From an optimization exercise on the open Yosys and OpenROAD flow, aimed at small area and a short achievable clock period; shortcuts taken in it are not production practice.
Only simulation tests tie the RTL to the original design; equivalence was not proved.
Power is estimated from default activity; no workload was simulated.

==> run a <==
==> flow/design.v <==
package MMIOStruct;
  localparam int unsigned MMIO_W       = 101;
  localparam int unsigned MMIO_STORE   = 100;
  localparam int unsigned MMIO_SRC_NUM = 3;
  localparam logic [MMIO_W-1:0] MMIO_IDLE = '0;
endpackage
module mmio_push_compact #(
  parameter int unsigned DEPTH = 8
) (
  input  logic [DEPTH:0]   base_oh_i,
  input  logic             t_st_i,
  input  logic             d_st_i,
  input  logic             u_st_i,
  output logic [DEPTH-1:0] sel_t_o,
  output logic [DEPTH-1:0] sel_d_o,
  output logic [DEPTH-1:0] sel_u_o
);
  logic [DEPTH+1:0] b;   
  always_comb begin
    b = {base_oh_i, 1'b0} << 1;
    for (int unsigned i = 0; i < DEPTH; i++) begin
      sel_t_o[i] = t_st_i & b[i+2];
      sel_d_o[i] = d_st_i & (t_st_i ? b[i+1] : b[i+2]);
      case ({t_st_i, d_st_i})
        2'b00:        sel_u_o[i] = u_st_i & b[i+2];
        2'b11:        sel_u_o[i] = u_st_i & b[i];
        default:      sel_u_o[i] = u_st_i & b[i+1];
      endcase
    end
  end
endmodule
module mmio_event_queue
#(
  parameter int unsigned DEPTH = 8,
  parameter int unsigned CNT_W = $clog2(DEPTH + 1)
) (
  input  logic             clk,
  input  logic             rstn,
  input  logic [MMIOStruct::MMIO_W-1:0]          timer_mmio,
  input  logic [MMIOStruct::MMIO_W-1:0]          disp_mmio,
  input  logic [MMIOStruct::MMIO_W-1:0]          uart_mmio,
  input  logic             cosim_ready,
  output logic [MMIOStruct::MMIO_W-1:0]          cosim_mmio,
  output logic [CNT_W-1:0] count,
  output logic             overflow
);
  localparam int unsigned DW = MMIOStruct::MMIO_STORE;   
  logic [DW-1:0]    mem_q [DEPTH];
  logic [DW-1:0]    mem_d [DEPTH];
  logic [CNT_W-1:0] count_q, count_d;
  logic [DEPTH:0]   oh_q, oh_d;        
  logic [DEPTH-1:0] th_q, th_d;        
  logic             overflow_q, overflow_d;
  logic             t_st, d_st, u_st, rdy;
  logic [DEPTH:0]   base_oh;           
  logic [DEPTH-1:0] sel_t, sel_d, sel_u, sel_hold, sel_shift, go;
  assign t_st = timer_mmio[MMIOStruct::MMIO_STORE];
  assign d_st = disp_mmio[MMIOStruct::MMIO_STORE];
  assign u_st = uart_mmio[MMIOStruct::MMIO_STORE];
  assign rdy  = cosim_ready;
  always_comb begin
    base_oh[0] = oh_q[0] | (rdy & oh_q[1]);
    for (int unsigned k = 1; k < DEPTH; k++)
      base_oh[k] = rdy ? oh_q[k+1] : oh_q[k];
    base_oh[DEPTH] = !rdy & oh_q[DEPTH];
  end
  mmio_push_compact #(.DEPTH(DEPTH)) u_compact (
    .base_oh_i (base_oh),
    .t_st_i    (t_st),
    .d_st_i    (d_st),
    .u_st_i    (u_st),
    .sel_t_o   (sel_t),
    .sel_d_o   (sel_d),
    .sel_u_o   (sel_u)
  );
  always_comb begin
    for (int unsigned i = 0; i < DEPTH; i++) begin
      sel_hold[i]  = !rdy && th_q[i];
      sel_shift[i] = (i + 1 < DEPTH) ? (rdy && th_q[(i+1) % DEPTH]) : 1'b0;
      go[i]        = (i == 0) ? rstn : 1'b1;
    end
    for (int unsigned i = 0; i < DEPTH; i++) begin
      mem_d[i] = ({DW{go[i] & sel_hold[i]}}  & mem_q[i])
               | ({DW{go[i] & sel_shift[i]}} & mem_q[(i+1) % DEPTH])
               | ({DW{go[i] & sel_t[i]}}     & timer_mmio[DW-1:0])
               | ({DW{go[i] & sel_d[i]}}     & disp_mmio[DW-1:0])
               | ({DW{go[i] & sel_u[i]}}     & uart_mmio[DW-1:0]);
    end
  end
  always_comb begin
    logic          n_ge1, n_ge2, n_ge3;
    logic [DEPTH:0] base_th;           
    n_ge1 = t_st | d_st | u_st;
    n_ge2 = (t_st & d_st) | (t_st & u_st) | (d_st & u_st);
    n_ge3 = t_st & d_st & u_st;
    for (int unsigned k = 0; k < DEPTH; k++)
      base_th[k] = rdy ? ((k + 1 < DEPTH) ? th_q[(k+1) % DEPTH] : 1'b0) : th_q[k];
    base_th[DEPTH] = 1'b0;
    for (int unsigned k = 0; k < DEPTH; k++)
      th_d[k] = base_th[k]
              | (base_oh[k] & n_ge1)
              | ((k >= 1) ? (base_oh[(k+DEPTH) % (DEPTH+1)] & n_ge2) : 1'b0)
              | ((k >= 2) ? (base_oh[(k+DEPTH-1) % (DEPTH+1)] & n_ge3) : 1'b0);
    oh_d[0] = !base_th[0] & !n_ge1;
    for (int unsigned k = 1; k < DEPTH; k++) oh_d[k] = th_d[k-1] & !th_d[k];
    oh_d[DEPTH] = th_d[DEPTH-1];
    overflow_d = overflow_q
               | (base_oh[DEPTH] & n_ge1)
               | (base_oh[DEPTH-1] & n_ge2)
               | (base_oh[DEPTH-2] & n_ge3);
    count_d = '0;
    for (int unsigned k = 0; k < DEPTH; k++)
      if (th_d[k] && (k + 1 == DEPTH || !th_d[(k+1) % DEPTH])) count_d = CNT_W'(k + 1);
  end
  always_ff @(posedge clk) begin
    if (!rstn) begin
      count_q    <= '0;
      oh_q       <= (DEPTH+1)'(1);
      th_q       <= '0;
      overflow_q <= 1'b0;
    end else begin
      count_q    <= count_d;
      oh_q       <= oh_d;
      th_q       <= th_d;
      overflow_q <= overflow_d;
    end
  end
  always_ff @(posedge clk) begin
    for (int unsigned i = 0; i < DEPTH; i++) mem_q[i] <= mem_d[i];
  end
  assign cosim_mmio = {th_q[0], mem_q[0]};
  assign count      = count_q;
  assign overflow   = overflow_q;
endmodule
==> flow/flow/run.sh <==
#!/bin/bash
# The standard layout, with the ports buffered by buf_2 cells rather than
# the delay buffers buffer_ports picks by default.
set -euo pipefail
export BUFFER_PORTS_ARGS="-buffer_cell sky130_fd_sc_hd__buf_2"
bash standard.sh > standard.log 2>&1
==> flow/standard.sh <==
#!/bin/bash
# synth_recipe.tcl (not shown) runs the flow's synth.tcl, then flattens the netlist and writes it again
# the make line also repeats each setting of config.mk as NAME=value (left out here)
make -C /OpenROAD-flow-scripts/flow DESIGN_CONFIG=/design/flow/config.mk WORK_HOME=/design/flow/orfs CLKGATE_MAP_FILE= SYNTH_SCRIPT=/design/flow/synth_recipe.tcl "${@:-finish}"
==> flow/config.mk <==
export PLATFORM = sky130hd
export DESIGN_NAME = mmio_event_queue
export DESIGN_NICKNAME = mmio_event_queue
export VERILOG_FILES = /design/flow/design.v
export SDC_FILE = /design/flow/constraint.sdc
export NUM_CORES = 4
export LEC_CHECK = 0
export CAP_MARGIN = 20
export CORE_MARGIN = 2
export CORE_UTILIZATION = 40
export SETUP_SLACK_MARGIN = 2.6
export SLEW_MARGIN = 20
==> flow/constraint.sdc <==
create_clock -name core_clock -period 5.0 [get_ports {clk}]
set_input_delay 1.0000 -clock core_clock [delete_from_list [all_inputs] [get_ports {clk}]]
set_output_delay 1.0000 -clock core_clock [all_outputs]
set_load 0.01 [all_outputs]
==> run b (differences from run a) <==
==> flow/design.v, changed modules only <==
module mmio_push_compact #(
  parameter int unsigned DEPTH = 8
) (
  input  logic             rstn_i,
  input  logic             rdy_i,       
  input  logic [DEPTH:0]   oh_i,        
  input  logic [DEPTH-1:0] th_i,        
  input  logic             t_st_i,
  input  logic             d_st_i,
  input  logic             u_st_i,
  output logic [DEPTH-1:0] sel_hold_o,
  output logic [DEPTH-1:0] sel_shift_o,
  output logic [DEPTH-1:0] sel_t_o,
  output logic [DEPTH-1:0] sel_d_o,
  output logic [DEPTH-1:0] sel_u_o
);
  logic [DEPTH+1:0] b;               
  logic             d0, d1;          
  logic             u0, u1, u2;      
  logic             go;
  always_comb begin
    d0 = d_st_i & !t_st_i;
    d1 = d_st_i &  t_st_i;
    u0 = u_st_i & !t_st_i & !d_st_i;
    u1 = u_st_i & (t_st_i ^ d_st_i);
    u2 = u_st_i &  t_st_i &  d_st_i;
    b = '0;
    b[2] = oh_i[0] | (rdy_i & oh_i[1]);
    for (int unsigned k = 1; k < DEPTH; k++)
      b[k+2] = rdy_i ? oh_i[k+1] : oh_i[k];
    for (int unsigned i = 0; i < DEPTH; i++) begin
      go             = (i == 0) ? rstn_i : 1'b1;
      sel_hold_o[i]  = go & !rdy_i & th_i[i];
      sel_shift_o[i] = (i + 1 < DEPTH) ? (go & rdy_i & th_i[(i+1) % DEPTH]) : 1'b0;
      sel_t_o[i]     = go & t_st_i & b[i+2];
      sel_d_o[i]     = go & ((d0 & b[i+2]) | (d1 & b[i+1]));
      sel_u_o[i]     = go & ((u0 & b[i+2]) | (u1 & b[i+1]) | (u2 & b[i]));
    end
  end
endmodule
module mmio_event_queue
#(
  parameter int unsigned DEPTH = 8,
  parameter int unsigned CNT_W = $clog2(DEPTH + 1)
) (
  input  logic             clk,
  input  logic             rstn,
  input  logic [MMIOStruct::MMIO_W-1:0]          timer_mmio,
  input  logic [MMIOStruct::MMIO_W-1:0]          disp_mmio,
  input  logic [MMIOStruct::MMIO_W-1:0]          uart_mmio,
  input  logic             cosim_ready,
  output logic [MMIOStruct::MMIO_W-1:0]          cosim_mmio,
  output logic [CNT_W-1:0] count,
  output logic             overflow
);
  localparam int unsigned DW = MMIOStruct::MMIO_STORE;   
  logic [DW-1:0]    mem_q [DEPTH];
  logic [DW-1:0]    mem_d [DEPTH];
  logic [CNT_W-1:0] count_q, count_d;
  logic [DEPTH:0]   oh_q, oh_d;        
  logic [DEPTH-1:0] th_q, th_d;        
  logic             overflow_q, overflow_d;
  logic             t_st, d_st, u_st, rdy;
  logic [DEPTH-1:0] sel_t, sel_d, sel_u, sel_hold, sel_shift;
  assign t_st = timer_mmio[MMIOStruct::MMIO_STORE];
  assign d_st = disp_mmio[MMIOStruct::MMIO_STORE];
  assign u_st = uart_mmio[MMIOStruct::MMIO_STORE];
  assign rdy  = cosim_ready;
  mmio_push_compact #(.DEPTH(DEPTH)) u_compact (
    .rstn_i      (rstn),
    .rdy_i       (rdy),
    .oh_i        (oh_q),
    .th_i        (th_q),
    .t_st_i      (t_st),
    .d_st_i      (d_st),
    .u_st_i      (u_st),
    .sel_hold_o  (sel_hold),
    .sel_shift_o (sel_shift),
    .sel_t_o     (sel_t),
    .sel_d_o     (sel_d),
    .sel_u_o     (sel_u)
  );
  always_comb begin
    for (int unsigned i = 0; i < DEPTH; i++) begin
      mem_d[i] = ({DW{sel_hold[i]}}  & mem_q[i])
               | ({DW{sel_shift[i]}} & mem_q[(i+1) % DEPTH])
               | ({DW{sel_t[i]}}     & timer_mmio[DW-1:0])
               | ({DW{sel_d[i]}}     & disp_mmio[DW-1:0])
               | ({DW{sel_u[i]}}     & uart_mmio[DW-1:0]);
    end
  end
  mmio_occupancy #(.DEPTH(DEPTH), .CNT_W(CNT_W)) u_occupancy (
    .rdy_i      (rdy),
    .oh_i       (oh_q),
    .th_i       (th_q),
    .overflow_i (overflow_q),
    .t_st_i     (t_st),
    .d_st_i     (d_st),
    .u_st_i     (u_st),
    .oh_o       (oh_d),
    .th_o       (th_d),
    .count_o    (count_d),
    .overflow_o (overflow_d)
  );
  always_ff @(posedge clk) begin
    if (!rstn) begin
      count_q    <= '0;
      oh_q       <= (DEPTH+1)'(1);
      th_q       <= '0;
      overflow_q <= 1'b0;
    end else begin
      count_q    <= count_d;
      oh_q       <= oh_d;
      th_q       <= th_d;
      overflow_q <= overflow_d;
    end
  end
  always_ff @(posedge clk) begin
    for (int unsigned i = 0; i < DEPTH; i++) mem_q[i] <= mem_d[i];
  end
  assign cosim_mmio = {th_q[0], mem_q[0]};
  assign count      = count_q;
  assign overflow   = overflow_q;
endmodule
module mmio_occupancy #(
  parameter int unsigned DEPTH = 8,
  parameter int unsigned CNT_W = $clog2(DEPTH + 1)
) (
  input  logic             rdy_i,       
  input  logic [DEPTH:0]   oh_i,        
  input  logic [DEPTH-1:0] th_i,        
  input  logic             overflow_i,
  input  logic             t_st_i,
  input  logic             d_st_i,
  input  logic             u_st_i,
  output logic [DEPTH:0]   oh_o,
  output logic [DEPTH-1:0] th_o,
  output logic [CNT_W-1:0] count_o,
  output logic             overflow_o
);
  logic [DEPTH+3:0] b;         
  logic [DEPTH:0]   base_th;   
  logic [3:0]       n_eq;      
  logic [3:0]       n_ge;      
  always_comb begin
    n_ge[0] = 1'b1;
    n_ge[1] = t_st_i | d_st_i | u_st_i;
    n_ge[2] = (t_st_i & d_st_i) | (t_st_i & u_st_i) | (d_st_i & u_st_i);
    n_ge[3] = t_st_i & d_st_i & u_st_i;
    n_eq[0] = !n_ge[1];
    n_eq[1] = n_ge[1] & !n_ge[2];
    n_eq[2] = n_ge[2] & !n_ge[3];
    n_eq[3] = n_ge[3];
    b = '0;
    b[3] = oh_i[0] | (rdy_i & oh_i[1]);
    for (int unsigned k = 1; k < DEPTH; k++)
      b[k+3] = rdy_i ? oh_i[k+1] : oh_i[k];
    b[DEPTH+3] = !rdy_i & oh_i[DEPTH];
    for (int unsigned k = 0; k < DEPTH; k++)
      base_th[k] = rdy_i ? ((k + 1 < DEPTH) ? th_i[(k+1) % DEPTH] : 1'b0) : th_i[k];
    base_th[DEPTH] = 1'b0;
    for (int unsigned k = 0; k < DEPTH; k++) begin
      oh_o[k] = (b[k+3] & n_eq[0]) | (b[k+2] & n_eq[1]) | (b[k+1] & n_eq[2]) | (b[k] & n_eq[3]);
      th_o[k] = base_th[k] | (b[k+3] & n_ge[1]) | (b[k+2] & n_ge[2]) | (b[k+1] & n_ge[3]);
    end
    oh_o[DEPTH] = th_o[DEPTH-1];
    overflow_o = overflow_i
               | (b[DEPTH+3] & n_ge[1]) | (b[DEPTH+2] & n_ge[2]) | (b[DEPTH+1] & n_ge[3]);
    count_o = '0;
    for (int unsigned k = 1; k <= DEPTH; k++)
      for (int unsigned j = 0; j < CNT_W; j++)
        if (((k >> j) & 1) != 0) count_o[j] = count_o[j] | oh_o[k];
  end
endmodule
CTS_CLUSTER_DIAMETER = 150   (was default)
CTS_CLUSTER_SIZE = 25   (was default)
SYNTH_HIERARCHICAL = 1   (was default)
SYNTH_MINIMUM_KEEP_SIZE = 0   (was default)
==> comparison table <==
metric                                                                                 run b                     run a
Result of the run                                                   finished with violations            finished clean
Violated checks                                                capacitance limit, slew limit                         -
Data required, critical path                                                         5.57 ns                   5.62 ns
Clock-pin transition on the worst setup and hold timing paths                        0.11 ns                   0.06 ns
Num Clock Sinks                                                                          822                       820
Layout Utilization                                                                     43.5%                     46.3%
Fill cell total of the finished layout                                                  9459                      9116
Fraction of final layout cells sized beyond drive strength 1                           17.7%                     16.8%
Internal cell power                                                                  9.29 mW                   15.4 mW
Most frequent cell after synthesis                                  sky130_fd_sc_hd__dfxtp_1  sky130_fd_sc_hd__nand2_1
Share of the yosys chip area belonging to registers                                    42.2%                     42.9%
Worst vdd ir                                                                        0.263 mV                  0.313 mV
Kind of start point of the critical path                                           flip-flop                input port
Compound-cell area share of the yosys netlist                                          36.9%                     27.3%
Transition time at the pin with the least slew margin                                1.78 ns                   1.17 ns
Number of nets in the layout                                                            4339                      4831
Worst reg2reg setup slack                                                            2.58 ns                   2.63 ns
Power Total                                                                          13.5 mW                   24.5 mW
Antenna Cells                                                                             17                        21
Clock tree cell share of total cell area                                               2.35%                     7.18%
Storage element area                                                            0.0165 sq mm              0.0164 sq mm
Fin Clk Skew                                                                       0.0250 ns                 0.0256 ns
Met2 routed WL                                                                       78.4 mm                   79.3 mm
Proportion of cell area occupied by registers                                          39.1%                     37.4%
Clock buffer count                                                                        39                       142
Worst slew margin relative to its limit                                               -18.8%                     21.8%
Count of cell types in the netlist                                                        54                        56
Antenna violations before repair                                                          34                        39

## what the ideal ports hide
In the flow no input, the clock included, has a driving cell. The finished layouts below were timed again as built, in two steps. Step 1: set_driving_cell puts a clkbuf_16 on clk and a buf_2 on each other input, an assumption about the parent block. Step 2 also shifts input and output timing later by t, the mid clock arrival at the registers, as if the neighbouring blocks saw the same clock. Three values: no drivers, after step 1, after step 2; two values: the first two.
run | shift t [ns] | setup WS [ns] | clock arrival spread, ns | slew at the worst register clock pin (ns) | worst data-port slew with drivers (ns)
run a | 0.748 | 2.538 / 2.486 / 1.738 | 0.030 / 0.030 | 0.07 / 0.07 | 0.16
run b | 0.684 | 2.577 / 2.541 / 1.896 | 0.026 / 0.026 | 0.11 / 0.11 | 0.14
The setup slack of run a, which loses most, moves by -0.052 ns with the drivers and by -0.800 ns with both steps.
